What follows belongs to an exercise in optimizing a design on an open flow for small area, a short achievable clock period and few clock cycles per item; a production flow would make more cautious choices. At most, simulation tests tie the RTL to the original design; equivalence was not proved. No functional check of the RTL was part of run 1.

==> design.v <==
`timescale 1ns / 1ps
module rgb_to_hsv_converter_top (
  input  logic        clk,
  input  logic        rst,
  input  logic        push,
  input  logic [31:0] pixel,
  output logic        full,
  output logic        empty,
  input  logic        pop,
  output logic [39:0] hsv
);
  logic en;
  logic s1_vld;
  logic [7:0] s1_alpha;
  logic [7:0] s1_mx;
  logic [7:0] s1_d;
  logic s1_hq;
  logic [7:0] s1_hr;
  logic [1:0] s1_m3;
  logic s2_vld;
  logic [7:0] s2_alpha;
  logic [7:0] s2_mx;
  logic [7:0] s2_d;
  logic [2:0] s2_hq;
  logic [7:0] s2_hr;
  logic [1:0] s2_m3;
  logic s3_vld;
  logic [7:0] s3_alpha;
  logic [7:0] s3_mx;
  logic [7:0] s3_d;
  logic [4:0] s3_hq;
  logic [7:0] s3_hr;
  logic [1:0] s3_m3;
  logic s4_vld;
  logic [7:0] s4_alpha;
  logic [7:0] s4_mx;
  logic [7:0] s4_d;
  logic [6:0] s4_hq;
  logic [7:0] s4_hr;
  logic [1:0] s4_m3;
  logic s5_vld;
  logic [7:0] s5_alpha;
  logic [7:0] s5_mx;
  logic [7:0] s5_d;
  logic [8:0] s5_hq;
  logic [7:0] s5_hr;
  logic [1:0] s5_m3;
  logic [7:0] s5_sr;
  logic s5_sq;
  logic s6_vld;
  logic [7:0] s6_alpha;
  logic [7:0] s6_mx;
  logic [7:0] s6_d;
  logic [10:0] s6_hq;
  logic [7:0] s6_hr;
  logic [1:0] s6_m3;
  logic [7:0] s6_sr;
  logic [2:0] s6_sq;
  logic s7_vld;
  logic [7:0] s7_alpha;
  logic [7:0] s7_mx;
  logic [7:0] s7_d;
  logic [12:0] s7_hq;
  logic [7:0] s7_hr;
  logic [1:0] s7_m3;
  logic [7:0] s7_sr;
  logic [4:0] s7_sq;
  logic s8_vld;
  logic [7:0] s8_alpha;
  logic [7:0] s8_mx;
  logic [7:0] s8_d;
  logic [14:0] s8_hq;
  logic [7:0] s8_hr;
  logic [1:0] s8_m3;
  logic [7:0] s8_sr;
  logic [6:0] s8_sq;
  logic s9_vld;
  logic [39:0] s9_hsv;
  logic en0, en_o, k_vld;
  logic [39:0] k_hsv, res_hsv;
  assign en    = !k_vld;
  assign en0   = en || !s1_vld;
  assign en_o  = !s9_vld || pop;
  assign full  = !en0;
  assign res_hsv = {c9_hue, c9_sat, s8_mx, s8_alpha};
  assign empty = !s9_vld;
  assign hsv   = s9_hsv;
  always_ff @(posedge clk) begin
    if (rst) begin
      s1_vld <= 1'b0;
      s2_vld <= 1'b0;
      s3_vld <= 1'b0;
      s4_vld <= 1'b0;
      s5_vld <= 1'b0;
      s6_vld <= 1'b0;
      s7_vld <= 1'b0;
      s8_vld <= 1'b0;
      s9_vld <= 1'b0;
      k_vld <= 1'b0;
    end else begin
      if (en0) s1_vld <= push;
      if (en) begin
        s2_vld <= s1_vld;
        s3_vld <= s2_vld;
        s4_vld <= s3_vld;
        s5_vld <= s4_vld;
        s6_vld <= s5_vld;
        s7_vld <= s6_vld;
        s8_vld <= s7_vld;
      end
      if (en_o) s9_vld <= k_vld || s8_vld;
      if (en_o) k_vld <= 1'b0;
      else if (!k_vld && s8_vld) k_vld <= 1'b1;
    end
  end
  always_ff @(posedge clk) begin
    if (en0) begin
      s1_alpha <= pixel[7:0];
      s1_mx <= c1_mx;
      s1_d <= c1_d0;
      s1_hq <= c1_hq0;
      s1_hr <= c1_hr0;
      s1_m3 <= c1_m30;
    end
    if (en) begin
      s2_alpha <= s1_alpha;
      s2_mx <= s1_mx;
      s2_d <= s1_d;
      s2_hq <= c2_h1_hq;
      s2_hr <= c2_h1_hr;
      s2_m3 <= c2_h1_m3;
      s3_alpha <= s2_alpha;
      s3_mx <= s2_mx;
      s3_d <= s2_d;
      s3_hq <= c3_h3_hq;
      s3_hr <= c3_h3_hr;
      s3_m3 <= c3_h3_m3;
      s4_alpha <= s3_alpha;
      s4_mx <= s3_mx;
      s4_d <= s3_d;
      s4_hq <= c4_h5_hq;
      s4_hr <= c4_h5_hr;
      s4_m3 <= c4_h5_m3;
      s5_alpha <= s4_alpha;
      s5_mx <= s4_mx;
      s5_d <= s4_d;
      s5_hq <= c5_h7_hq;
      s5_hr <= c5_h7_hr;
      s5_m3 <= c5_h7_m3;
      s5_sr <= c5_s0_sr;
      s5_sq <= c5_s0_sq;
      s6_alpha <= s5_alpha;
      s6_mx <= s5_mx;
      s6_d <= s5_d;
      s6_hq <= c6_h9_hq;
      s6_hr <= c6_h9_hr;
      s6_m3 <= c6_h9_m3;
      s6_sr <= c6_s2_sr;
      s6_sq <= c6_s2_sq;
      s7_alpha <= s6_alpha;
      s7_mx <= s6_mx;
      s7_d <= s6_d;
      s7_hq <= c7_h11_hq;
      s7_hr <= c7_h11_hr;
      s7_m3 <= c7_h11_m3;
      s7_sr <= c7_s4_sr;
      s7_sq <= c7_s4_sq;
      s8_alpha <= s7_alpha;
      s8_mx <= s7_mx;
      s8_d <= s7_d;
      s8_hq <= c8_h13_hq;
      s8_hr <= c8_h13_hr;
      s8_m3 <= c8_h13_m3;
      s8_sr <= c8_s6_sr;
      s8_sq <= c8_s6_sq;
    end
    if (!k_vld) k_hsv <= res_hsv;
    if (en_o) s9_hsv <= k_vld ? k_hsv : res_hsv;
  end
  logic [7:0] f_r, f_g, f_b;
  logic [8:0] f_rg, f_gr, f_gb, f_bg, f_br, f_rb;
  logic ge_rg, ge_gr, ge_gb, ge_bg, ge_br, ge_rb;
  logic c_0, c_1, c_2, c_3, c_4, c_5;
  assign f_r = pixel[31:24];
  assign f_g = pixel[23:16];
  assign f_b = pixel[15:8];
  assign f_rg = {1'b0, f_r} - {1'b0, f_g};
  assign f_gr = {1'b0, f_g} - {1'b0, f_r};
  assign f_gb = {1'b0, f_g} - {1'b0, f_b};
  assign f_bg = {1'b0, f_b} - {1'b0, f_g};
  assign f_br = {1'b0, f_b} - {1'b0, f_r};
  assign f_rb = {1'b0, f_r} - {1'b0, f_b};
  assign ge_rg = !f_rg[8];
  assign ge_gr = !f_gr[8];
  assign ge_gb = !f_gb[8];
  assign ge_bg = !f_bg[8];
  assign ge_br = !f_br[8];
  assign ge_rb = !f_rb[8];
  assign c_0 = !ge_gr &  ge_gb;    
  assign c_1 =  ge_gr & !ge_br;    
  assign c_2 = !ge_bg &  ge_br;    
  assign c_3 =  ge_bg & !ge_rg;    
  assign c_4 = !ge_rb &  ge_rg;    
  assign c_5 =  ge_rb & !ge_gb;    
  logic [7:0] c1_d0, c1_hr0, c1_mx;
  logic [1:0] c1_m30;
  logic [0:0] c1_hq0;
  assign c1_d0 = ({8{c_0}} & f_rb[7:0]) | ({8{c_1}} & f_gb[7:0]) | ({8{c_2}} & f_gr[7:0])
           | ({8{c_3}} & f_br[7:0]) | ({8{c_4}} & f_bg[7:0]) | ({8{c_5}} & f_rg[7:0]);
  assign c1_hr0 = ({8{c_0}} & f_gb[7:0]) | ({8{c_1}} & f_gr[7:0]) | ({8{c_2}} & f_br[7:0])
            | ({8{c_3}} & f_bg[7:0]) | ({8{c_4}} & f_rg[7:0]) | ({8{c_5}} & f_rb[7:0]);
  assign c1_mx = (c_1 | c_2) ? f_g : (c_3 | c_4) ? f_b : f_r;
  assign c1_m30 = {c_2 | c_5, c_1 | c_4};
  assign c1_hq0 = c_3 | c_4 | c_5;
  logic [9:0] c2_h0_sub; logic c2_h0_q; logic [7:0] c2_h0_hr; logic [1:0] c2_h0_m3; logic c2_h0_hb;
  assign c2_h0_sub = {1'b0, s1_hr, 1'b0} - {2'b00, s1_d};
  assign c2_h0_q = !c2_h0_sub[9];
  assign c2_h0_hr = c2_h0_q ? c2_h0_sub[7:0] : {s1_hr[6:0], 1'b0};
  assign c2_h0_hb = s1_m3[1] | (s1_m3[0] & c2_h0_q);
  assign c2_h0_m3 = {(s1_m3 == 2'd1 && !c2_h0_q) || (s1_m3 == 2'd2 && c2_h0_q), (s1_m3 == 2'd0 && c2_h0_q) || (s1_m3 == 2'd2 && !c2_h0_q)};
  logic [1:0] c2_h0_hq;
  assign c2_h0_hq = {s1_hq, c2_h0_hb};
  logic [9:0] c2_h1_sub; logic c2_h1_q; logic [7:0] c2_h1_hr; logic [1:0] c2_h1_m3; logic c2_h1_hb;
  assign c2_h1_sub = {1'b0, c2_h0_hr, 1'b0} - {2'b00, s1_d};
  assign c2_h1_q = !c2_h1_sub[9];
  assign c2_h1_hr = c2_h1_q ? c2_h1_sub[7:0] : {c2_h0_hr[6:0], 1'b0};
  assign c2_h1_hb = c2_h0_m3[1] | (c2_h0_m3[0] & c2_h1_q);
  assign c2_h1_m3 = {(c2_h0_m3 == 2'd1 && !c2_h1_q) || (c2_h0_m3 == 2'd2 && c2_h1_q), (c2_h0_m3 == 2'd0 && c2_h1_q) || (c2_h0_m3 == 2'd2 && !c2_h1_q)};
  logic [2:0] c2_h1_hq;
  assign c2_h1_hq = {c2_h0_hq, c2_h1_hb};
  logic [9:0] c3_h2_sub; logic c3_h2_q; logic [7:0] c3_h2_hr; logic [1:0] c3_h2_m3; logic c3_h2_hb;
  assign c3_h2_sub = {1'b0, s2_hr, 1'b0} - {2'b00, s2_d};
  assign c3_h2_q = !c3_h2_sub[9];
  assign c3_h2_hr = c3_h2_q ? c3_h2_sub[7:0] : {s2_hr[6:0], 1'b0};
  assign c3_h2_hb = s2_m3[1] | (s2_m3[0] & c3_h2_q);
  assign c3_h2_m3 = {(s2_m3 == 2'd1 && !c3_h2_q) || (s2_m3 == 2'd2 && c3_h2_q), (s2_m3 == 2'd0 && c3_h2_q) || (s2_m3 == 2'd2 && !c3_h2_q)};
  logic [3:0] c3_h2_hq;
  assign c3_h2_hq = {s2_hq, c3_h2_hb};
  logic [9:0] c3_h3_sub; logic c3_h3_q; logic [7:0] c3_h3_hr; logic [1:0] c3_h3_m3; logic c3_h3_hb;
  assign c3_h3_sub = {1'b0, c3_h2_hr, 1'b0} - {2'b00, s2_d};
  assign c3_h3_q = !c3_h3_sub[9];
  assign c3_h3_hr = c3_h3_q ? c3_h3_sub[7:0] : {c3_h2_hr[6:0], 1'b0};
  assign c3_h3_hb = c3_h2_m3[1] | (c3_h2_m3[0] & c3_h3_q);
  assign c3_h3_m3 = {(c3_h2_m3 == 2'd1 && !c3_h3_q) || (c3_h2_m3 == 2'd2 && c3_h3_q), (c3_h2_m3 == 2'd0 && c3_h3_q) || (c3_h2_m3 == 2'd2 && !c3_h3_q)};
  logic [4:0] c3_h3_hq;
  assign c3_h3_hq = {c3_h2_hq, c3_h3_hb};
  logic [9:0] c4_h4_sub; logic c4_h4_q; logic [7:0] c4_h4_hr; logic [1:0] c4_h4_m3; logic c4_h4_hb;
  assign c4_h4_sub = {1'b0, s3_hr, 1'b0} - {2'b00, s3_d};
  assign c4_h4_q = !c4_h4_sub[9];
  assign c4_h4_hr = c4_h4_q ? c4_h4_sub[7:0] : {s3_hr[6:0], 1'b0};
  assign c4_h4_hb = s3_m3[1] | (s3_m3[0] & c4_h4_q);
  assign c4_h4_m3 = {(s3_m3 == 2'd1 && !c4_h4_q) || (s3_m3 == 2'd2 && c4_h4_q), (s3_m3 == 2'd0 && c4_h4_q) || (s3_m3 == 2'd2 && !c4_h4_q)};
  logic [5:0] c4_h4_hq;
  assign c4_h4_hq = {s3_hq, c4_h4_hb};
  logic [9:0] c4_h5_sub; logic c4_h5_q; logic [7:0] c4_h5_hr; logic [1:0] c4_h5_m3; logic c4_h5_hb;
  assign c4_h5_sub = {1'b0, c4_h4_hr, 1'b0} - {2'b00, s3_d};
  assign c4_h5_q = !c4_h5_sub[9];
  assign c4_h5_hr = c4_h5_q ? c4_h5_sub[7:0] : {c4_h4_hr[6:0], 1'b0};
  assign c4_h5_hb = c4_h4_m3[1] | (c4_h4_m3[0] & c4_h5_q);
  assign c4_h5_m3 = {(c4_h4_m3 == 2'd1 && !c4_h5_q) || (c4_h4_m3 == 2'd2 && c4_h5_q), (c4_h4_m3 == 2'd0 && c4_h5_q) || (c4_h4_m3 == 2'd2 && !c4_h5_q)};
  logic [6:0] c4_h5_hq;
  assign c4_h5_hq = {c4_h4_hq, c4_h5_hb};
  logic [9:0] c5_h6_sub; logic c5_h6_q; logic [7:0] c5_h6_hr; logic [1:0] c5_h6_m3; logic c5_h6_hb;
  assign c5_h6_sub = {1'b0, s4_hr, 1'b0} - {2'b00, s4_d};
  assign c5_h6_q = !c5_h6_sub[9];
  assign c5_h6_hr = c5_h6_q ? c5_h6_sub[7:0] : {s4_hr[6:0], 1'b0};
  assign c5_h6_hb = s4_m3[1] | (s4_m3[0] & c5_h6_q);
  assign c5_h6_m3 = {(s4_m3 == 2'd1 && !c5_h6_q) || (s4_m3 == 2'd2 && c5_h6_q), (s4_m3 == 2'd0 && c5_h6_q) || (s4_m3 == 2'd2 && !c5_h6_q)};
  logic [7:0] c5_h6_hq;
  assign c5_h6_hq = {s4_hq, c5_h6_hb};
  logic [9:0] c5_h7_sub; logic c5_h7_q; logic [7:0] c5_h7_hr; logic [1:0] c5_h7_m3; logic c5_h7_hb;
  assign c5_h7_sub = {1'b0, c5_h6_hr, 1'b0} - {2'b00, s4_d};
  assign c5_h7_q = !c5_h7_sub[9];
  assign c5_h7_hr = c5_h7_q ? c5_h7_sub[7:0] : {c5_h6_hr[6:0], 1'b0};
  assign c5_h7_hb = c5_h6_m3[1] | (c5_h6_m3[0] & c5_h7_q);
  assign c5_h7_m3 = {(c5_h6_m3 == 2'd1 && !c5_h7_q) || (c5_h6_m3 == 2'd2 && c5_h7_q), (c5_h6_m3 == 2'd0 && c5_h7_q) || (c5_h6_m3 == 2'd2 && !c5_h7_q)};
  logic [8:0] c5_h7_hq;
  assign c5_h7_hq = {c5_h6_hq, c5_h7_hb};
  logic [7:0] c5_sr0;
  assign c5_sr0 = s4_d - 8'd1;
  logic [9:0] c5_s0_sub; logic c5_s0_q; logic [7:0] c5_s0_sr;
  assign c5_s0_sub = {1'b0, c5_sr0, (s4_d[7] ^ (|s4_d[6:0]))} - {2'b00, s4_mx};
  assign c5_s0_q = !c5_s0_sub[9];
  assign c5_s0_sr = c5_s0_q ? c5_s0_sub[7:0] : {c5_sr0[6:0], (s4_d[7] ^ (|s4_d[6:0]))};
  logic [0:0] c5_s0_sq;
  assign c5_s0_sq = c5_s0_q;
  logic [9:0] c6_h8_sub; logic c6_h8_q; logic [7:0] c6_h8_hr; logic [1:0] c6_h8_m3; logic c6_h8_hb;
  assign c6_h8_sub = {1'b0, s5_hr, 1'b0} - {2'b00, s5_d};
  assign c6_h8_q = !c6_h8_sub[9];
  assign c6_h8_hr = c6_h8_q ? c6_h8_sub[7:0] : {s5_hr[6:0], 1'b0};
  assign c6_h8_hb = s5_m3[1] | (s5_m3[0] & c6_h8_q);
  assign c6_h8_m3 = {(s5_m3 == 2'd1 && !c6_h8_q) || (s5_m3 == 2'd2 && c6_h8_q), (s5_m3 == 2'd0 && c6_h8_q) || (s5_m3 == 2'd2 && !c6_h8_q)};
  logic [9:0] c6_h8_hq;
  assign c6_h8_hq = {s5_hq, c6_h8_hb};
  logic [9:0] c6_h9_sub; logic c6_h9_q; logic [7:0] c6_h9_hr; logic [1:0] c6_h9_m3; logic c6_h9_hb;
  assign c6_h9_sub = {1'b0, c6_h8_hr, 1'b0} - {2'b00, s5_d};
  assign c6_h9_q = !c6_h9_sub[9];
  assign c6_h9_hr = c6_h9_q ? c6_h9_sub[7:0] : {c6_h8_hr[6:0], 1'b0};
  assign c6_h9_hb = c6_h8_m3[1] | (c6_h8_m3[0] & c6_h9_q);
  assign c6_h9_m3 = {(c6_h8_m3 == 2'd1 && !c6_h9_q) || (c6_h8_m3 == 2'd2 && c6_h9_q), (c6_h8_m3 == 2'd0 && c6_h9_q) || (c6_h8_m3 == 2'd2 && !c6_h9_q)};
  logic [10:0] c6_h9_hq;
  assign c6_h9_hq = {c6_h8_hq, c6_h9_hb};
  logic [9:0] c6_s1_sub; logic c6_s1_q; logic [7:0] c6_s1_sr;
  assign c6_s1_sub = {1'b0, s5_sr, (s5_d[6] ^ (|s5_d[5:0]))} - {2'b00, s5_mx};
  assign c6_s1_q = !c6_s1_sub[9];
  assign c6_s1_sr = c6_s1_q ? c6_s1_sub[7:0] : {s5_sr[6:0], (s5_d[6] ^ (|s5_d[5:0]))};
  logic [1:0] c6_s1_sq;
  assign c6_s1_sq = {s5_sq, c6_s1_q};
  logic [9:0] c6_s2_sub; logic c6_s2_q; logic [7:0] c6_s2_sr;
  assign c6_s2_sub = {1'b0, c6_s1_sr, (s5_d[5] ^ (|s5_d[4:0]))} - {2'b00, s5_mx};
  assign c6_s2_q = !c6_s2_sub[9];
  assign c6_s2_sr = c6_s2_q ? c6_s2_sub[7:0] : {c6_s1_sr[6:0], (s5_d[5] ^ (|s5_d[4:0]))};
  logic [2:0] c6_s2_sq;
  assign c6_s2_sq = {c6_s1_sq, c6_s2_q};
  logic [9:0] c7_h10_sub; logic c7_h10_q; logic [7:0] c7_h10_hr; logic [1:0] c7_h10_m3; logic c7_h10_hb;
  assign c7_h10_sub = {1'b0, s6_hr, 1'b0} - {2'b00, s6_d};
  assign c7_h10_q = !c7_h10_sub[9];
  assign c7_h10_hr = c7_h10_q ? c7_h10_sub[7:0] : {s6_hr[6:0], 1'b0};
  assign c7_h10_hb = s6_m3[1] | (s6_m3[0] & c7_h10_q);
  assign c7_h10_m3 = {(s6_m3 == 2'd1 && !c7_h10_q) || (s6_m3 == 2'd2 && c7_h10_q), (s6_m3 == 2'd0 && c7_h10_q) || (s6_m3 == 2'd2 && !c7_h10_q)};
  logic [11:0] c7_h10_hq;
  assign c7_h10_hq = {s6_hq, c7_h10_hb};
  logic [9:0] c7_h11_sub; logic c7_h11_q; logic [7:0] c7_h11_hr; logic [1:0] c7_h11_m3; logic c7_h11_hb;
  assign c7_h11_sub = {1'b0, c7_h10_hr, 1'b0} - {2'b00, s6_d};
  assign c7_h11_q = !c7_h11_sub[9];
  assign c7_h11_hr = c7_h11_q ? c7_h11_sub[7:0] : {c7_h10_hr[6:0], 1'b0};
  assign c7_h11_hb = c7_h10_m3[1] | (c7_h10_m3[0] & c7_h11_q);
  assign c7_h11_m3 = {(c7_h10_m3 == 2'd1 && !c7_h11_q) || (c7_h10_m3 == 2'd2 && c7_h11_q), (c7_h10_m3 == 2'd0 && c7_h11_q) || (c7_h10_m3 == 2'd2 && !c7_h11_q)};
  logic [12:0] c7_h11_hq;
  assign c7_h11_hq = {c7_h10_hq, c7_h11_hb};
  logic [9:0] c7_s3_sub; logic c7_s3_q; logic [7:0] c7_s3_sr;
  assign c7_s3_sub = {1'b0, s6_sr, (s6_d[4] ^ (|s6_d[3:0]))} - {2'b00, s6_mx};
  assign c7_s3_q = !c7_s3_sub[9];
  assign c7_s3_sr = c7_s3_q ? c7_s3_sub[7:0] : {s6_sr[6:0], (s6_d[4] ^ (|s6_d[3:0]))};
  logic [3:0] c7_s3_sq;
  assign c7_s3_sq = {s6_sq, c7_s3_q};
  logic [9:0] c7_s4_sub; logic c7_s4_q; logic [7:0] c7_s4_sr;
  assign c7_s4_sub = {1'b0, c7_s3_sr, (s6_d[3] ^ (|s6_d[2:0]))} - {2'b00, s6_mx};
  assign c7_s4_q = !c7_s4_sub[9];
  assign c7_s4_sr = c7_s4_q ? c7_s4_sub[7:0] : {c7_s3_sr[6:0], (s6_d[3] ^ (|s6_d[2:0]))};
  logic [4:0] c7_s4_sq;
  assign c7_s4_sq = {c7_s3_sq, c7_s4_q};
  logic [9:0] c8_h12_sub; logic c8_h12_q; logic [7:0] c8_h12_hr; logic [1:0] c8_h12_m3; logic c8_h12_hb;
  assign c8_h12_sub = {1'b0, s7_hr, 1'b0} - {2'b00, s7_d};
  assign c8_h12_q = !c8_h12_sub[9];
  assign c8_h12_hr = c8_h12_q ? c8_h12_sub[7:0] : {s7_hr[6:0], 1'b0};
  assign c8_h12_hb = s7_m3[1] | (s7_m3[0] & c8_h12_q);
  assign c8_h12_m3 = {(s7_m3 == 2'd1 && !c8_h12_q) || (s7_m3 == 2'd2 && c8_h12_q), (s7_m3 == 2'd0 && c8_h12_q) || (s7_m3 == 2'd2 && !c8_h12_q)};
  logic [13:0] c8_h12_hq;
  assign c8_h12_hq = {s7_hq, c8_h12_hb};
  logic [9:0] c8_h13_sub; logic c8_h13_q; logic [7:0] c8_h13_hr; logic [1:0] c8_h13_m3; logic c8_h13_hb;
  assign c8_h13_sub = {1'b0, c8_h12_hr, 1'b0} - {2'b00, s7_d};
  assign c8_h13_q = !c8_h13_sub[9];
  assign c8_h13_hr = c8_h13_q ? c8_h13_sub[7:0] : {c8_h12_hr[6:0], 1'b0};
  assign c8_h13_hb = c8_h12_m3[1] | (c8_h12_m3[0] & c8_h13_q);
  assign c8_h13_m3 = {(c8_h12_m3 == 2'd1 && !c8_h13_q) || (c8_h12_m3 == 2'd2 && c8_h13_q), (c8_h12_m3 == 2'd0 && c8_h13_q) || (c8_h12_m3 == 2'd2 && !c8_h13_q)};
  logic [14:0] c8_h13_hq;
  assign c8_h13_hq = {c8_h12_hq, c8_h13_hb};
  logic [9:0] c8_s5_sub; logic c8_s5_q; logic [7:0] c8_s5_sr;
  assign c8_s5_sub = {1'b0, s7_sr, (s7_d[2] ^ (|s7_d[1:0]))} - {2'b00, s7_mx};
  assign c8_s5_q = !c8_s5_sub[9];
  assign c8_s5_sr = c8_s5_q ? c8_s5_sub[7:0] : {s7_sr[6:0], (s7_d[2] ^ (|s7_d[1:0]))};
  logic [5:0] c8_s5_sq;
  assign c8_s5_sq = {s7_sq, c8_s5_q};
  logic [9:0] c8_s6_sub; logic c8_s6_q; logic [7:0] c8_s6_sr;
  assign c8_s6_sub = {1'b0, c8_s5_sr, (s7_d[1] ^ (|s7_d[0:0]))} - {2'b00, s7_mx};
  assign c8_s6_q = !c8_s6_sub[9];
  assign c8_s6_sr = c8_s6_q ? c8_s6_sub[7:0] : {c8_s5_sr[6:0], (s7_d[1] ^ (|s7_d[0:0]))};
  logic [6:0] c8_s6_sq;
  assign c8_s6_sq = {c8_s5_sq, c8_s6_q};
  logic [9:0] c9_h14_sub; logic c9_h14_q; logic [7:0] c9_h14_hr; logic [1:0] c9_h14_m3; logic c9_h14_hb;
  assign c9_h14_sub = {1'b0, s8_hr, 1'b0} - {2'b00, s8_d};
  assign c9_h14_q = !c9_h14_sub[9];
  assign c9_h14_hr = c9_h14_q ? c9_h14_sub[7:0] : {s8_hr[6:0], 1'b0};
  assign c9_h14_hb = s8_m3[1] | (s8_m3[0] & c9_h14_q);
  assign c9_h14_m3 = {(s8_m3 == 2'd1 && !c9_h14_q) || (s8_m3 == 2'd2 && c9_h14_q), (s8_m3 == 2'd0 && c9_h14_q) || (s8_m3 == 2'd2 && !c9_h14_q)};
  logic [15:0] c9_h14_hq;
  assign c9_h14_hq = {s8_hq, c9_h14_hb};
  logic [9:0] c9_s7_sub; logic c9_s7_q; logic [7:0] c9_s7_sr;
  assign c9_s7_sub = {1'b0, s8_sr, s8_d[0]} - {2'b00, s8_mx};
  assign c9_s7_q = !c9_s7_sub[9];
  assign c9_s7_sr = c9_s7_q ? c9_s7_sub[7:0] : {s8_sr[6:0], s8_d[0]};
  logic [7:0] c9_s7_sq;
  assign c9_s7_sq = {s8_sq, c9_s7_q};
  logic c9_grey;
  assign c9_grey = (s8_d == 8'd0);
  logic [15:0] c9_hue; logic [7:0] c9_sat;
  assign c9_hue = c9_grey ? 16'd0 : c9_h14_hq;
  assign c9_sat = c9_grey ? 8'd0 : c9_s7_sq;
endmodule
==> run.sh <==
#!/bin/bash
# synth_recipe.tcl (not shown) runs the flow's synth.tcl, then flattens the netlist and writes it again
# the make line also repeats each setting of config.mk as NAME=value (left out here)
make -C /OpenROAD-flow-scripts/flow DESIGN_CONFIG=/design/flow/config.mk WORK_HOME=/design/flow/orfs CLKGATE_MAP_FILE= SYNTH_SCRIPT=/design/flow/synth_recipe.tcl finish
==> config.mk <==
export PLATFORM = sky130hd
export DESIGN_NAME = rgb_to_hsv_converter_top
export DESIGN_NICKNAME = rgb_to_hsv_converter_top
export VERILOG_FILES = /design/flow/design.v
export SDC_FILE = /design/flow/constraint.sdc
export NUM_CORES = 4
export LEC_CHECK = 0
export CAP_MARGIN = 20
export CORE_MARGIN = 2
export CORE_UTILIZATION = 40
export SETUP_SLACK_MARGIN = 5.0
export SLEW_MARGIN = 20
==> constraint.sdc <==
create_clock -name core_clock -period 8.5 [get_ports {clk}]
set_input_delay 1.7000 -clock core_clock [delete_from_list [all_inputs] [get_ports {clk}]]
set_output_delay 1.7000 -clock core_clock [all_outputs]
set_load 0.01 [all_outputs]
==> out/metrics.yaml, run 1 <==
outcome:
  status: "finished clean"
clock_tree:
  cts_sinks: 474
  hold_buffers: 0
  cts_htree_levels: 2
  clkTransAtPathRegs_ps: 60
  clock_latency_ps: 610
  clk_path_buf_depth: 3
  clock-root-buffer: "clkbuf_16"
  cts_tree: "yes"
  numCtsBuffers: 51
flow_run:
  maxCapViolations: 0
route:
  num_vias: 19030
  met1Wirelength_microns: 26050
  wl_met2_microns: 33460
  ant_nets: 0
  drc: 0
  wl_microns: 63880
  initialDrtViolationCount: 1090
  wire_per_inst_microns: 17.85
  post_drt_via_cell_ratio: 5.318
  met3_length_microns: 2044
  dr.pass1.iters: 5
  top_layer: "met4"
yosys:
  synth_cells: 2260
  synth-seq-cells: 474
  synth_area_sq_mm: 0.02677
  synth_cell_types: 89
  synth_edf_count: 424
  synth_ff_type: "edfxtp_1"
  syn_nets: 2535
  yosysWarnings: 1
  syn_avg_cell_area_sq_um: 11.84
  async_reset_ff_share_pct: 0
  synth-seq-area-share_pct: 51.30
worst_setup_path:
  crit_slowest_cell: "mux2_2"
  path_max_fanout: 7
  slowest_delay_ps: 410
  path_cells: "inv_2 -> ha_4 -> xor2_4 -> ha_4 -> nor2b_4 -> o31a_1 -> o21a_1 -> nor2_4 -> o211ai_4 -> mux2_2 -> ha_1 -> o211ai_1 -> nand3b_1 -> or3_1 -> a31o_4 -> a21boi_4 -> buf_12 -> mux2_4"
  crit_top_cell: "ha_4"
  crit_path_end_kind: "flip-flop"
  r2r_cells: 18
  cp_data_arrival_time_ps: 4580
  worstPathRequired_ps: 8860
  cp-start-kind: "flip-flop"
  crit_type: "flip-flop to flip-flop"
  reg2reg_from: "s7_d[1]$_DFFE_PN_"
  rrSetupSlack_ps: 4280
  r2r-end: "s8_sr[2]$_DFFE_PN_"
global_route:
  grt_pass1_vias: 19690
  antenna_found_initial: 0
  grt_pass1_wl_microns: 100600
  grt.overflow.total: 0
  grt_max_degree: 184
  grt_usage_pct: 17.82
finish:
  postLayoutCoreUtil_pct: 54.03
  final_layout_size_suffix_gt1_share_pct: 35.70
  final_cell_mix: "edfxtp_1, buf_4, nor2_1"
  nets: 2948
  final_common_cell: "edfxtp_1"
  num_antenna_cells: 0
  area_growth_pct: 33.17
die:
  dieWidth_microns: 262.7
  die-area_sq_mm: 0.06901
  coreArea_sq_mm: 0.06598
  start_util_pct: 40.57
  die_y_microns: 262.7
  pin_count: 78
  rows: 94
sta:
  fin_crit_sh_pct: 49.66
  drv_slew: 0
  setup_tns_ps: 0
  period_minus_slack_ps: 4221
  finalHoldViolCount: 0
  slew_headroom_pct: 15.61
  finClkSkew_ps: 26.30
  max_freq_mhz: 236.9
  setup_viol: 0
  rsz0062_at_grt: "yes"
  worst_slew_pin_slew_ps: 1248
placed_design:
  hpwl_microns: 40490
  gp_congestion: 0.8497
  io_buffers: 77
min_path:
  hold_path_startpoint: "s4_hq[3]$_DFFE_PN_"
  hold_path.class: "flip-flop to flip-flop"
  holdPathStages: 0
  min_to: "s5_hq[5]$_DFFE_PN_"
worst max-delay path, delay by kind of cell, from the launching register on:
| family | cells | cell delay (ps) |
|---|---|---|
| compound gates | 6 | 1170 |
| buf+inv | 2 | 200 |
| flops | 1 | 370 |
| mux | 2 | 710 |
| xor+xnor | 1 | 190 |
| simple gates | 4 | 640 |
| fa+ha+maj | 3 | 700 |
metal layers:
layer | GRT usage, % | vias to the layer above
li1 | - | 9227
met1 | 20.88 | 9254
met2 | 32.79 | 380
met3 | 2.493 | 166
met4 | 6.974 | 0
met5 | 0 | -
worst max-delay path by stage:
stage | startpoint | end | cells past startpoint
2_1_floorplan | k_vld$_SDFFE_PP0P_ | s2_alpha[0]$_DFFE_PN_ | 4
3_3_place_gp | pixel[8] | s1_mx[0]$_DFFE_PN_ | 12
3_5_place_dp | pixel[8] | s1_mx[0]$_DFFE_PN_ | 12
4_1_cts | s7_d[0]$_DFFE_PN_ | s8_sr[2]$_DFFE_PN_ | 19
5_1_grt | s7_d[0]$_DFFE_PN_ | s8_sr[2]$_DFFE_PN_ | 19
6_report | s7_d[1]$_DFFE_PN_ | s8_sr[2]$_DFFE_PN_ | 18
cells in the mapped netlist (6+ instances only):
master	number	area, sq um
xnor2_1	94	823.3
nor2_1	188	705.7
o21ai_1	7	35.03
nor3b_2	7	87.58
clkbuf_1	23	86.33
buf_2	23	115.1
nand3_1	41	205.2
o21a_1	58	435.4
nand2b_1	24	150.1
nor2b_1	33	206.5
a22o_1	24	210.2
o21ai_0	82	410.4
a21o_1	49	367.9
mux2_2	98	1104
a211oi_1	12	90.09
edfxtp_1	424	12730
a2bb2oi_1	6	52.55
a22oi_1	25	187.7
a21oi_1	153	765.7
a32oi_1	12	105.1
xor2_1	46	402.9
nor4_1	7	43.79
nand2_1	81	304.0
or3_1	8	50.05
nor3_1	37	185.2
and3_1	7	43.79
buf_1	9	33.78
and2_1	17	106.4
inv_1	170	638.1
a31oi_1	8	50.05
fa_1	20	400.4
o31a_1	16	140.1
ha_1	219	2740
o211ai_1	10	75.07
dfxtp_1	50	1001
o31ai_1	6	45.04
o22ai_1	6	37.54
o211a_1	7	70.07
a211o_1	8	70.07
o21bai_1	12	90.09
mux2i_1	22	220.2
nand4_1	10	62.56
kinds of logic after synthesis:
| family | synth area share [%] |
|---|---|
| AND/OR/NAND/NOR | 9.170 |
| buffers and inverters | 3.417 |
| multiplexers | 4.945 |
| AO/OA/AOI/OAI | 14.58 |
| XOR/XNOR | 4.581 |
| flip-flops | 51.30 |
| adder cells (fa/ha/maj) | 12.01 |
final cells by class:
| class | instances | area (sq um) |
|---|---|---|
| inverter | 171 | 705.7 |
| fill | 5311 | 30330 |
| tap | 864 | 1081 |
| clock buffer | 70 | 1358 |
| multi-input combinational | 1564 | 14930 |
| clock inverter | 24 | 230.2 |
| sequential | 474 | 13740 |
| timing repair buffer | 411 | 3606 |
metrics by stage:
step                      cells  hold WS (ps)  instance area (sq um)  setup slack, ps
after floorplan            2260         400.3                  27620             2152
after CTS                  3492         409.6                  34080             4253
after detailed placement   3149         404.5                  29140             3042
after global routing       3578         420.1                  35650             4146
final                      3578         412.3                  35650             4279
after global placement     3149         400.9                  29140             3109
registers in the layout, summed over array words and instances, names as in the netlist, 9 cells and up:
name and count:
s9_hsv 40, s5_hq 9, k_hsv 40, s8_hq 15
s7_hq 13, s6_hq 11
repair_timing:
action	4_1_cts	5_1_grt
gates cloned	10	1
resized for setup	344	218
pin swaps	128	133
endpoints found under the setup margin	130	128
endpoints found under the hold margin	0	0
setup buffers	239	85
==> run 2: changes to the inputs <==
--- a/design.v
+++ b/design.v
@@ -38,6 +38,7 @@
   logic [6:0] s4_hq;
   logic [7:0] s4_hr;
   logic [1:0] s4_m3;
+  logic [0:0] s4_lb;
   logic s5_vld;
   logic [7:0] s5_alpha;
   logic [7:0] s5_mx;
@@ -47,6 +48,7 @@
   logic [1:0] s5_m3;
   logic [7:0] s5_sr;
   logic s5_sq;
+  logic [1:0] s5_lb;
   logic s6_vld;
   logic [7:0] s6_alpha;
   logic [7:0] s6_mx;
@@ -56,6 +58,7 @@
   logic [1:0] s6_m3;
   logic [7:0] s6_sr;
   logic [2:0] s6_sq;
+  logic [1:0] s6_lb;
   logic s7_vld;
   logic [7:0] s7_alpha;
   logic [7:0] s7_mx;
@@ -65,6 +68,7 @@
   logic [1:0] s7_m3;
   logic [7:0] s7_sr;
   logic [4:0] s7_sq;
+  logic [1:0] s7_lb;
   logic s8_vld;
   logic [7:0] s8_alpha;
   logic [7:0] s8_mx;
@@ -74,17 +78,16 @@
   logic [1:0] s8_m3;
   logic [7:0] s8_sr;
   logic [6:0] s8_sq;
+  logic [0:0] s8_lb;
   logic s9_vld;
-  logic [39:0] s9_hsv;
-  logic en0, en_o, k_vld;
-  logic [39:0] k_hsv, res_hsv;
-  assign en    = !k_vld;
-  assign en0   = en || !s1_vld;
-  assign en_o  = !s9_vld || pop;
-  assign full  = !en0;
-  assign res_hsv = {c9_hue, c9_sat, s8_mx, s8_alpha};
+  logic [7:0] s9_alpha;
+  logic [7:0] s9_mx;
+  logic [15:0] s9_hue;
+  logic [7:0] s9_sat;
+  assign en    = !s9_vld || pop;
+  assign full  = !en;
   assign empty = !s9_vld;
-  assign hsv   = s9_hsv;
+  assign hsv   = {s9_hue, s9_sat, s9_mx, s9_alpha};
   always_ff @(posedge clk) begin
     if (rst) begin
       s1_vld <= 1'b0;
@@ -96,33 +99,26 @@
       s7_vld <= 1'b0;
       s8_vld <= 1'b0;
       s9_vld <= 1'b0;
-      k_vld <= 1'b0;
-    end else begin
-      if (en0) s1_vld <= push;
-      if (en) begin
-        s2_vld <= s1_vld;
-        s3_vld <= s2_vld;
-        s4_vld <= s3_vld;
-        s5_vld <= s4_vld;
-        s6_vld <= s5_vld;
-        s7_vld <= s6_vld;
-        s8_vld <= s7_vld;
-      end
-      if (en_o) s9_vld <= k_vld || s8_vld;
-      if (en_o) k_vld <= 1'b0;
-      else if (!k_vld && s8_vld) k_vld <= 1'b1;
+    end else if (en) begin
+      s1_vld <= push;
+      s2_vld <= s1_vld;
+      s3_vld <= s2_vld;
+      s4_vld <= s3_vld;
+      s5_vld <= s4_vld;
+      s6_vld <= s5_vld;
+      s7_vld <= s6_vld;
+      s8_vld <= s7_vld;
+      s9_vld <= s8_vld;
     end
   end
   always_ff @(posedge clk) begin
-    if (en0) begin
+    if (en) begin
       s1_alpha <= pixel[7:0];
       s1_mx <= c1_mx;
       s1_d <= c1_d0;
       s1_hq <= c1_hq0;
       s1_hr <= c1_hr0;
       s1_m3 <= c1_m30;
-    end
-    if (en) begin
       s2_alpha <= s1_alpha;
       s2_mx <= s1_mx;
       s2_d <= s1_d;
@@ -141,6 +137,7 @@
       s4_hq <= c4_h5_hq;
       s4_hr <= c4_h5_hr;
       s4_m3 <= c4_h5_m3;
+      s4_lb <= {(s3_d[7] ^ (|s3_d[6:0]))};
       s5_alpha <= s4_alpha;
       s5_mx <= s4_mx;
       s5_d <= s4_d;
@@ -149,6 +146,7 @@
       s5_m3 <= c5_h7_m3;
       s5_sr <= c5_s0_sr;
       s5_sq <= c5_s0_sq;
+      s5_lb <= {(s4_d[6] ^ (|s4_d[5:0])), (s4_d[5] ^ (|s4_d[4:0]))};
       s6_alpha <= s5_alpha;
       s6_mx <= s5_mx;
       s6_d <= s5_d;
@@ -157,6 +155,7 @@
       s6_m3 <= c6_h9_m3;
       s6_sr <= c6_s2_sr;
       s6_sq <= c6_s2_sq;
+      s6_lb <= {(s5_d[4] ^ (|s5_d[3:0])), (s5_d[3] ^ (|s5_d[2:0]))};
       s7_alpha <= s6_alpha;
       s7_mx <= s6_mx;
       s7_d <= s6_d;
@@ -165,6 +164,7 @@
       s7_m3 <= c7_h11_m3;
       s7_sr <= c7_s4_sr;
       s7_sq <= c7_s4_sq;
+      s7_lb <= {(s6_d[2] ^ (|s6_d[1:0])), (s6_d[1] ^ (|s6_d[0:0]))};
       s8_alpha <= s7_alpha;
       s8_mx <= s7_mx;
       s8_d <= s7_d;
@@ -173,9 +173,12 @@
       s8_m3 <= c8_h13_m3;
       s8_sr <= c8_s6_sr;
       s8_sq <= c8_s6_sq;
+      s8_lb <= {s7_d[0]};
+      s9_alpha <= s8_alpha;
+      s9_mx <= s8_mx;
+      s9_hue <= c9_hue;
+      s9_sat <= c9_sat;
     end
-    if (!k_vld) k_hsv <= res_hsv;
-    if (en_o) s9_hsv <= k_vld ? k_hsv : res_hsv;
   end
   logic [7:0] f_r, f_g, f_b;
   logic [8:0] f_rg, f_gr, f_gb, f_bg, f_br, f_rb;
@@ -279,9 +282,9 @@
   logic [7:0] c5_sr0;
   assign c5_sr0 = s4_d - 8'd1;
   logic [9:0] c5_s0_sub; logic c5_s0_q; logic [7:0] c5_s0_sr;
-  assign c5_s0_sub = {1'b0, c5_sr0, (s4_d[7] ^ (|s4_d[6:0]))} - {2'b00, s4_mx};
+  assign c5_s0_sub = {1'b0, c5_sr0, s4_lb[0]} - {2'b00, s4_mx};
   assign c5_s0_q = !c5_s0_sub[9];
-  assign c5_s0_sr = c5_s0_q ? c5_s0_sub[7:0] : {c5_sr0[6:0], (s4_d[7] ^ (|s4_d[6:0]))};
+  assign c5_s0_sr = c5_s0_q ? c5_s0_sub[7:0] : {c5_sr0[6:0], s4_lb[0]};
   logic [0:0] c5_s0_sq;
   assign c5_s0_sq = c5_s0_q;
   logic [9:0] c6_h8_sub; logic c6_h8_q; logic [7:0] c6_h8_hr; logic [1:0] c6_h8_m3; logic c6_h8_hb;
@@ -301,15 +304,15 @@
   logic [10:0] c6_h9_hq;
   assign c6_h9_hq = {c6_h8_hq, c6_h9_hb};
   logic [9:0] c6_s1_sub; logic c6_s1_q; logic [7:0] c6_s1_sr;
-  assign c6_s1_sub = {1'b0, s5_sr, (s5_d[6] ^ (|s5_d[5:0]))} - {2'b00, s5_mx};
+  assign c6_s1_sub = {1'b0, s5_sr, s5_lb[1]} - {2'b00, s5_mx};
   assign c6_s1_q = !c6_s1_sub[9];
-  assign c6_s1_sr = c6_s1_q ? c6_s1_sub[7:0] : {s5_sr[6:0], (s5_d[6] ^ (|s5_d[5:0]))};
+  assign c6_s1_sr = c6_s1_q ? c6_s1_sub[7:0] : {s5_sr[6:0], s5_lb[1]};
   logic [1:0] c6_s1_sq;
   assign c6_s1_sq = {s5_sq, c6_s1_q};
   logic [9:0] c6_s2_sub; logic c6_s2_q; logic [7:0] c6_s2_sr;
-  assign c6_s2_sub = {1'b0, c6_s1_sr, (s5_d[5] ^ (|s5_d[4:0]))} - {2'b00, s5_mx};
+  assign c6_s2_sub = {1'b0, c6_s1_sr, s5_lb[0]} - {2'b00, s5_mx};
   assign c6_s2_q = !c6_s2_sub[9];
-  assign c6_s2_sr = c6_s2_q ? c6_s2_sub[7:0] : {c6_s1_sr[6:0], (s5_d[5] ^ (|s5_d[4:0]))};
+  assign c6_s2_sr = c6_s2_q ? c6_s2_sub[7:0] : {c6_s1_sr[6:0], s5_lb[0]};
   logic [2:0] c6_s2_sq;
   assign c6_s2_sq = {c6_s1_sq, c6_s2_q};
   logic [9:0] c7_h10_sub; logic c7_h10_q; logic [7:0] c7_h10_hr; logic [1:0] c7_h10_m3; logic c7_h10_hb;
@@ -329,15 +332,15 @@
   logic [12:0] c7_h11_hq;
   assign c7_h11_hq = {c7_h10_hq, c7_h11_hb};
   logic [9:0] c7_s3_sub; logic c7_s3_q; logic [7:0] c7_s3_sr;
-  assign c7_s3_sub = {1'b0, s6_sr, (s6_d[4] ^ (|s6_d[3:0]))} - {2'b00, s6_mx};
+  assign c7_s3_sub = {1'b0, s6_sr, s6_lb[1]} - {2'b00, s6_mx};
   assign c7_s3_q = !c7_s3_sub[9];
-  assign c7_s3_sr = c7_s3_q ? c7_s3_sub[7:0] : {s6_sr[6:0], (s6_d[4] ^ (|s6_d[3:0]))};
+  assign c7_s3_sr = c7_s3_q ? c7_s3_sub[7:0] : {s6_sr[6:0], s6_lb[1]};
   logic [3:0] c7_s3_sq;
   assign c7_s3_sq = {s6_sq, c7_s3_q};
   logic [9:0] c7_s4_sub; logic c7_s4_q; logic [7:0] c7_s4_sr;
-  assign c7_s4_sub = {1'b0, c7_s3_sr, (s6_d[3] ^ (|s6_d[2:0]))} - {2'b00, s6_mx};
+  assign c7_s4_sub = {1'b0, c7_s3_sr, s6_lb[0]} - {2'b00, s6_mx};
   assign c7_s4_q = !c7_s4_sub[9];
-  assign c7_s4_sr = c7_s4_q ? c7_s4_sub[7:0] : {c7_s3_sr[6:0], (s6_d[3] ^ (|s6_d[2:0]))};
+  assign c7_s4_sr = c7_s4_q ? c7_s4_sub[7:0] : {c7_s3_sr[6:0], s6_lb[0]};
   logic [4:0] c7_s4_sq;
   assign c7_s4_sq = {c7_s3_sq, c7_s4_q};
   logic [9:0] c8_h12_sub; logic c8_h12_q; logic [7:0] c8_h12_hr; logic [1:0] c8_h12_m3; logic c8_h12_hb;
@@ -357,15 +360,15 @@
   logic [14:0] c8_h13_hq;
   assign c8_h13_hq = {c8_h12_hq, c8_h13_hb};
   logic [9:0] c8_s5_sub; logic c8_s5_q; logic [7:0] c8_s5_sr;
-  assign c8_s5_sub = {1'b0, s7_sr, (s7_d[2] ^ (|s7_d[1:0]))} - {2'b00, s7_mx};
+  assign c8_s5_sub = {1'b0, s7_sr, s7_lb[1]} - {2'b00, s7_mx};
   assign c8_s5_q = !c8_s5_sub[9];
-  assign c8_s5_sr = c8_s5_q ? c8_s5_sub[7:0] : {s7_sr[6:0], (s7_d[2] ^ (|s7_d[1:0]))};
+  assign c8_s5_sr = c8_s5_q ? c8_s5_sub[7:0] : {s7_sr[6:0], s7_lb[1]};
   logic [5:0] c8_s5_sq;
   assign c8_s5_sq = {s7_sq, c8_s5_q};
   logic [9:0] c8_s6_sub; logic c8_s6_q; logic [7:0] c8_s6_sr;
-  assign c8_s6_sub = {1'b0, c8_s5_sr, (s7_d[1] ^ (|s7_d[0:0]))} - {2'b00, s7_mx};
+  assign c8_s6_sub = {1'b0, c8_s5_sr, s7_lb[0]} - {2'b00, s7_mx};
   assign c8_s6_q = !c8_s6_sub[9];
-  assign c8_s6_sr = c8_s6_q ? c8_s6_sub[7:0] : {c8_s5_sr[6:0], (s7_d[1] ^ (|s7_d[0:0]))};
+  assign c8_s6_sr = c8_s6_q ? c8_s6_sub[7:0] : {c8_s5_sr[6:0], s7_lb[0]};
   logic [6:0] c8_s6_sq;
   assign c8_s6_sq = {c8_s5_sq, c8_s6_q};
   logic [9:0] c9_h14_sub; logic c9_h14_q; logic [7:0] c9_h14_hr; logic [1:0] c9_h14_m3; logic c9_h14_hb;
@@ -377,9 +380,9 @@
   logic [15:0] c9_h14_hq;
   assign c9_h14_hq = {s8_hq, c9_h14_hb};
   logic [9:0] c9_s7_sub; logic c9_s7_q; logic [7:0] c9_s7_sr;
-  assign c9_s7_sub = {1'b0, s8_sr, s8_d[0]} - {2'b00, s8_mx};
+  assign c9_s7_sub = {1'b0, s8_sr, s8_lb[0]} - {2'b00, s8_mx};
   assign c9_s7_q = !c9_s7_sub[9];
-  assign c9_s7_sr = c9_s7_q ? c9_s7_sub[7:0] : {s8_sr[6:0], s8_d[0]};
+  assign c9_s7_sr = c9_s7_q ? c9_s7_sub[7:0] : {s8_sr[6:0], s8_lb[0]};
   logic [7:0] c9_s7_sq;
   assign c9_s7_sq = {s8_sq, c9_s7_q};
   logic c9_grey;
--- a/config.mk
+++ b/config.mk
@@ -8,5 +8,6 @@
 export CAP_MARGIN = 20
 export CORE_MARGIN = 2
 export CORE_UTILIZATION = 40
-export SETUP_SLACK_MARGIN = 5.0
+export CTS_BUF_LIST = sky130_fd_sc_hd__clkbuf_8
+export SETUP_SLACK_MARGIN = 4.4
 export SLEW_MARGIN = 20
==> out/metrics.yaml, run 2 <==
yosys:
  synthSimpleGateAreaFrac_pct: 10.13  # +0.96 points
  synth-xor-area-share_pct: 4.048  # -0.53 points
  synth-seq-cells: 440  # -7.2%
  syn_avg_cell_area_sq_um: 11.32  # -4.4%
  yosys-mux-area-fraction_pct: 3.682  # -1.3 points
  synth_top_area_share_pct: 49.85  # +2.3 points
  syn_nets: 2568  # +1.3%
  synth_cell_types: 66  # -26%
  yosysWarnings: 1  # unchanged
  yosys.area.top_type: "edfxtp_1"
  yosys-top-cells-count: "edfxtp_1, ha_1, inv_1"
  synth_fa_ha_area_share_pct: 12.12  # +0.12 points
  synth_cells: 2294  # +1.5%
  synth-seq-area-share_pct: 50.54  # -0.76 points
  synth_compound_area_share_pct: 15.79  # +1.2 points
  synth_most_common_cell: "edfxtp_1"
  synth_edf_count: 431  # +1.7%
  synth_top_family_by_area: "compound AO/OA/AOI/OAI gates"
  synth_ff_type: "edfxtp_1"
  async_reset_ff_share_pct: 0  # unchanged
  synth_area_sq_mm: 0.02596  # -3.0%
  netlist_top_cells_area: "edfxtp_1, ha_1, mux2_2, inv_1, a21oi_1"
die:
  coreArea_sq_mm: 0.06435  # -2.5%
  pin_count: 78  # unchanged
  die_y_microns: 258.8  # -1.5%
  rows: 93  # -1.1%
  start_util_pct: 40.35  # -0.22 points
  die-area_sq_mm: 0.06696  # -3.0%
  dieWidth_microns: 258.8  # -1.5%
finish:
  num_antenna_cells: 0  # unchanged
  reg.largest.list: "s9_hue x16, s8_hq x15, s7_hq x13"
  postLayoutCoreUtil_pct: 49.64  # -4.4 points
  final_common_cell: "edfxtp_1"
  seq_area_sq_mm: 0.01312  # -4.5%
  num-fill-cells: 5592  # +5.3%
  largest_reg_flops: 16
  final_layout_size_suffix_gt1_share_pct: 21.55  # -14 points
  area_growth_pct: 23.02
  top_register: "s9_hue"
  multi_input_area_sq_mm: 0.01332  # -11%
  final_cell_mix: "edfxtp_1, inv_1, nor2_1"
  nets: 2844  # -3.5%
placed_design:
  hpwl_microns: 40130  # -0.88%
  gp_congestion: 0.8626  # +1.5%
  io_buffers: 77  # unchanged
clock_tree:
  clock-root-buffer: "clkbuf_8"
  clock_latency_ps: 650  # +40 ps
  cts_htree_levels: 3  # +1
  hold_buffers: 0  # unchanged
  cts_sinks: 440  # -7.2%
  clk_path_buf_depth: 3  # unchanged
  cts_tree: "yes"
  numCtsBuffers: 81  # +59%
  clkTransAtPathRegs_ps: 60  # about the same
outcome:
  status: "finished clean"
sta:
  rsz0062_at_grt: "yes"
  slew_headroom_pct: 37.92  # +22 points
  drv_slew: 0  # unchanged
  setup_tns_ps: 0  # unchanged
  max_freq_mhz: 238.3  # +0.60%
  setup_viol: 0  # unchanged
  worst_slew_pin_slew_ps: 931.2  # -317.0 ps
  period_minus_slack_ps: 4196  # -25.13 ps
  hold_slack_ps: 402.9  # -9.422 ps
  fin_crit_sh_pct: 49.36  # -0.30 points
  finClkSkew_ps: 23.49  # -2.806 ps
  finalHoldViolCount: 0  # unchanged
route:
  wire_per_inst_microns: 16.87  # -5.5%
  wl_microns: 58830  # -7.9%
  ant_nets: 0  # unchanged
  drc: 0  # unchanged
  initialDrtViolationCount: 1096  # +0.55%
  dr.pass1.iters: 5  # unchanged
  post_drt_via_cell_ratio: 5.301  # -0.32%
  num_vias: 18480  # -2.9%
worst_setup_path:
  cp_data_arrival_time_ps: 4580  # about the same
  crit_path_end_kind: "flip-flop"
  cp-start-kind: "flip-flop"
  path_max_fanout: 8  # +1
  worstPathRequired_ps: 8890  # +30 ps
  crit_type: "flip-flop to flip-flop"
global_route:
  grt_pass1_wl_microns: 92460  # -8.1%
  grt_max_degree: 174  # -5.4%
  grt.overflow.total: 0  # unchanged
  grt_usage_pct: 17.04  # -0.78 points
  antenna_found_initial: 1  # +1
  grt_pass1_vias: 18730  # -4.9%
min_path:
  hold_path.class: "flip-flop to flip-flop"
flow_run:
  maxCapViolations: 0  # unchanged
==> run 2: kinds of logic (layout without fill, tap and decap cells) <==
kind of cell    count (synthesis)  in the layout
xor+xnor                      120            120
buf+inv                       253            586
fa+ha+maj                     240            240
compound gates                608            608
flops                         440            440
mux                            87             87
simple gates                  546            550
==> run 2: critical path, cell delays in order (launching register included) <==
cell and delay, ps:
edfxtp_1 400, inv_2 100, ha_4 200, nor2b_4 120
o31a_1 290, o31ai_4 220, a21oi_2 100, a21oi_2 210
inv_4 100, a21oi_4 190, ha_4 220, nor2b_4 120
o31a_1 260, o31a_1 270, o21a_1 190, o21a_1 210
a2111oi_4 250, buf_12 180, mux2_4 290
==> run 2: metal layers <==
| metal | vias up | track usage, % | share of wire [%] |
|---|---|---|---|
| met1 | 8941 | 18.82 | 40 |
| met2 | 344 | 31.75 | 53 |
| met5 | - | 0 | 0 |
| met4 | 0 | 7.611 | 3.5 |
| li1 | 9066 | - | - |
| met3 | 128 | 3.071 | 3.5 |
==> run 2: path summary, 6_finish.rpt <==
path	startpoint	end	slack (ps)	cells after the start
max	s6_mx[1]$_DFFE_PN_	s7_sr[1]$_DFFE_PN_	4300	18
min	s7_hq[0]$_DFFE_PN_	s8_hq[2]$_DFFE_PN_	400	0
max reg2reg	s6_mx[1]$_DFFE_PN_	s7_sr[1]$_DFFE_PN_	4300	18
min reg2reg	s7_hq[0]$_DFFE_PN_	s8_hq[2]$_DFFE_PN_	400	0
==> run 2: repair_timing <==
item,in CTS,in global routing
buffers inserted,87,70
pin swaps,45,73
endpoints found under the setup margin,290,99
gates resized for setup,157,129
cloned,2,2
==> run 2: stage by stage <==
| step | setup slack (ps) | cell area, sq um | cells |
|---|---|---|---|
| after detailed placement | 2850 | 27820 | 3181 |
| after global placement | 2718 | 27810 | 3181 |
| after global routing | 4108 | 31940 | 3486 |
| final | 4304 | 31940 | 3486 |
| after floorplan | 3700 | 26150 | 2294 |
| after CTS | 4225 | 30780 | 3414 |
==> run 2: area by class of cell <==
type | instances | area share [%]
multi-input cells | 1605 | 41.72
flip-flops and latches | 440 | 41.09
repair buffers | 240 | 6.550
clock buffers | 84 | 3.620
well taps | 855 | 3.349
inverters | 202 | 2.421
clock inverters | 60 | 1.257
Testbench counts of run 2, summed over its fixed seeds: cycles 8,264, items 8,192.
==> run 3: changes to the inputs <==
--- a/config.mk
+++ b/config.mk
@@ -9,5 +9,5 @@
 export CORE_MARGIN = 2
 export CORE_UTILIZATION = 40
 export CTS_BUF_LIST = sky130_fd_sc_hd__clkbuf_8
-export SETUP_SLACK_MARGIN = 4.4
+export SETUP_SLACK_MARGIN = 4.0
 export SLEW_MARGIN = 20
==> out/metrics.yaml, run 3 <==
outcome:
  status: "finished clean"
finish:
  nets: 2723  # -4.3%
  num-fill-cells: 5783  # +3.4%
  postLayoutCoreUtil_pct: 46.65  # -3.0 points
  final_common_cell: "edfxtp_1"
  largest_reg_flops: 16  # unchanged
  final_layout_size_suffix_gt1_share_pct: 12.71  # -8.8 points
  stdcell_count: 3365  # -3.5%
  seq_area_sq_mm: 0.01312  # unchanged
  top_register: "s9_hue"
  final_cell_mix: "edfxtp_1, inv_1, ha_1"
  num_antenna_cells: 0  # unchanged
  reg.largest.list: "s9_hue x16, s8_hq x15, s7_hq x13"
  final_area_sq_mm: 0.03002  # -6.0%
  multi_input_area_sq_mm: 0.01237  # -7.1%
  area_growth_pct: 15.61
sta:
  worst_slew_pin_slew_ps: 985.9  # +54.67 ps
  fin_crit_sh_pct: 52.27  # +2.9 points
  hold_slack_ps: 408.6  # +5.669 ps
  drv_slew: 0  # unchanged
  finClkSkew_ps: 30.55  # +7.060 ps
  setup_tns_ps: 0  # unchanged
  slew_headroom_pct: 34.27  # -3.6 points
  finalHoldViolCount: 0  # unchanged
  period_minus_slack_ps: 4443  # +247.1 ps
  rsz0062_at_grt: "yes"
  setup_viol: 0  # unchanged
  max_freq_mhz: 225.1  # -5.6%
route:
  ant_nets: 0  # unchanged
  drc: 0  # unchanged
  initialDrtViolationCount: 1003  # -8.5%
  wl_microns: 55050  # -6.4%
  dr.pass1.iters: 6  # +1
  num_vias: 17850  # -3.4%
  post_drt_via_cell_ratio: 5.304  # about the same
  wire_per_inst_microns: 16.36  # -3.1%
flow_run:
  maxCapViolations: 0  # unchanged
worst_setup_path:
  cp-start-kind: "flip-flop"
  path_max_fanout: 9  # +1
  path_cells: "inv_2 -> ha_1 -> nor2b_4 -> o31a_1 -> o31ai_2 -> a21oi_2 -> a21oi_2 -> inv_4 -> nor2_4 -> a21oi_4 -> ha_1 -> nor2b_4 -> o31a_1 -> o31a_1 -> o21a_1 -> o21a_1 -> a2111oi_4 -> buf_12 -> mux2_4"
  slowest_delay_ps: 420  # +20 ps
  crit_type: "flip-flop to flip-flop"
  worstPathRequired_ps: 8900  # about the same
  reg2reg_from: "s6_mx[1]$_DFFE_PN_"
  r2r-end: "s7_sr[3]$_DFFE_PN_"
  rrSetupSlack_ps: 4060  # -250 ps
  r2r_cells: 19  # +1
  crit_top_cell: "o31a_1"
  crit_slowest_cell: "edfxtp_1"
  cp_data_arrival_time_ps: 4840  # +260 ps
  crit_path_end_kind: "flip-flop"
die:
  dieWidth_microns: 258.8  # unchanged
  die-area_sq_mm: 0.06696  # unchanged
  rows: 93  # unchanged
  start_util_pct: 40.35  # unchanged
  coreArea_sq_mm: 0.06435  # unchanged
  die_y_microns: 258.8  # unchanged
  pin_count: 78  # unchanged
placed_design:
  dpl.cell_count: 3183  # +0.063%
  gp_congestion: 0.8875  # +2.9%
  io_buffers: 77  # unchanged
  place_area_sq_mm: 0.02777  # -0.15%
  hpwl_microns: 39650  # -1.2%
clock_tree:
  cts_tree: "yes"
  clock-root-buffer: "clkbuf_8"
  clk_path_buf_depth: 3  # unchanged
  clkTransAtPathRegs_ps: 60  # about the same
  numCtsBuffers: 79  # -2.5%
  clock_latency_ps: 670  # +20 ps
  cts_sinks: 440  # unchanged
  cts_htree_levels: 3  # unchanged
  hold_buffers: 0  # unchanged
yosys:
  synth_most_common_cell: "edfxtp_1"
  yosys.area.top_type: "edfxtp_1"
  yosysWarnings: 1  # unchanged
  synth_edf_count: 431  # unchanged
  synth_cells: 2294  # unchanged
  netlist_top_cells_area: "edfxtp_1, ha_1, mux2_2, inv_1, a21oi_1"
  yosys-top-cells-count: "edfxtp_1, ha_1, inv_1"
  syn_nets: 2568  # unchanged
  synth_cell_types: 66  # unchanged
  synth-seq-cells: 440  # unchanged
  async_reset_ff_share_pct: 0  # unchanged
  syn_avg_cell_area_sq_um: 11.32  # unchanged
  synth_area_sq_mm: 0.02596  # unchanged
  synth_ff_type: "edfxtp_1"
  synth_top_area_share_pct: 49.85  # unchanged
  synth-seq-area-share_pct: 50.54  # unchanged
global_route:
  grt_max_degree: 157  # -9.8%
  grt_pass1_wl_microns: 89700  # -3.0%
  antenna_found_initial: 1  # unchanged
  grt_pass1_vias: 18220  # -2.7%
  grt.overflow.total: 0  # unchanged
  grt_usage_pct: 16.44  # -0.61 points
min_path:
  min_to: "s6_hq[9]$_DFFE_PN_"
  hold_path_startpoint: "s5_hq[7]$_DFFE_PN_"
  hold_path.class: "flip-flop to flip-flop"
  holdPathStages: 0  # unchanged
==> run 3: cell counts after synthesis <==
Identical to the previous run, type by type.
==> run 3: worst max-delay path by stage <==
stage                                     to                from  slack (ps)  cells past startpoint
final                     s7_sr[3]$_DFFE_PN_  s6_mx[1]$_DFFE_PN_        4060                     19
after global routing      s7_sr[3]$_DFFE_PN_  s6_mx[1]$_DFFE_PN_        3860                     19
after CTS                               full                 pop        3880                      4
after detailed placement  s1_mx[4]$_DFFE_PN_           pixel[17]        3000                     10
after global placement                  full                 pop        3190                      4
after floorplan                         full                 pop        3700                      3
==> run 3: cells by family after synthesis <==
family	Yosys count	share of synthesized area (%)
buffers and inverters	253	3.687
AO/OA/AOI/OAI	608	15.79
flip-flops	440	50.54
adder cells (fa/ha/maj)	240	12.12
multiplexers	87	3.682
XOR/XNOR	120	4.048
AND/OR/NAND/NOR	546	10.13
==> run 3: worst max-delay path: cells and delay by family, from the launching register on <==
| kind | cells | cell delay, ps |
|---|---|---|
| buf+inv | 3 | 360 |
| compound gates | 10 | 2220 |
| fa+ha+maj | 2 | 500 |
| simple gates | 3 | 370 |
| flops | 1 | 420 |
| mux | 1 | 300 |
==> run 3: final cells by class <==
cell class	count	area share [%]
timing repair inverter	1	0.02501
timing repair buffer	122	3.876
clock inverter	62	1.359
clock buffer	80	3.668
sequential	440	43.72
tap	855	3.564
inverter	202	2.576
multi-input combinational	1603	41.22
==> run 3: through the flow <==
| step | setup WS [ps] |
|---|---|
| after floorplan | 3700 |
| after global placement | 3188 |
| after detailed placement | 3005 |
| after CTS | 3879 |
| after global routing | 3862 |
| final | 4057 |
==> run 3: routing by layer <==
layer / up-vias / wire (microns) / GRT usage (%)
li1: 8832 / - / -
met1: 8545 / 22820 / 18.85
met2: 369 / 27970 / 29.63
met3: 103 / 2180 / 2.876
met4: 0 / 2076 / 7.836
met5: - / 0 / 0
==> run 3: what timing repair did <==
action	CTS	global route
resized for setup	40	60
gates cloned	2	1
pin swaps	9	10
setup buffers	21	16
setup endpoints to repair	99	100

## separate check: timing with driven ports
The results above use ideal ports. As a check the final layouts listed here were re-extracted and re-timed, cells and wires unchanged.
Step 1 assumes that a clkbuf_16 drives the clock port and a buf_2 every other input.
Step 2 adds t to the input delays and takes it off the output delays; t is the mean of the earliest and latest rising clock arrival at the registers after step 1. Input paths then give back, and output paths get back, about the clock's delay inside the block.
a / b / c = ideal ports / drivers / drivers and shift; a / b = the first two.
run	t (ns)	slack for setup (ns)	worst hold slack (ns)
run 1	0.658	4.279 / 4.279 / 4.279	0.412 / 0.412 / 0.412
run 2	0.696	4.304 / 4.304 / 3.789	0.403 / 0.403 / 0.403
run 3	0.708	4.057 / 4.057 / 3.481	0.409 / 0.409 / 0.409
After both steps setup and hold are still met in every run listed. For run 3, which loses most, drivers alone change the setup slack by 0.000 ns; drivers and shift together by -0.576 ns.
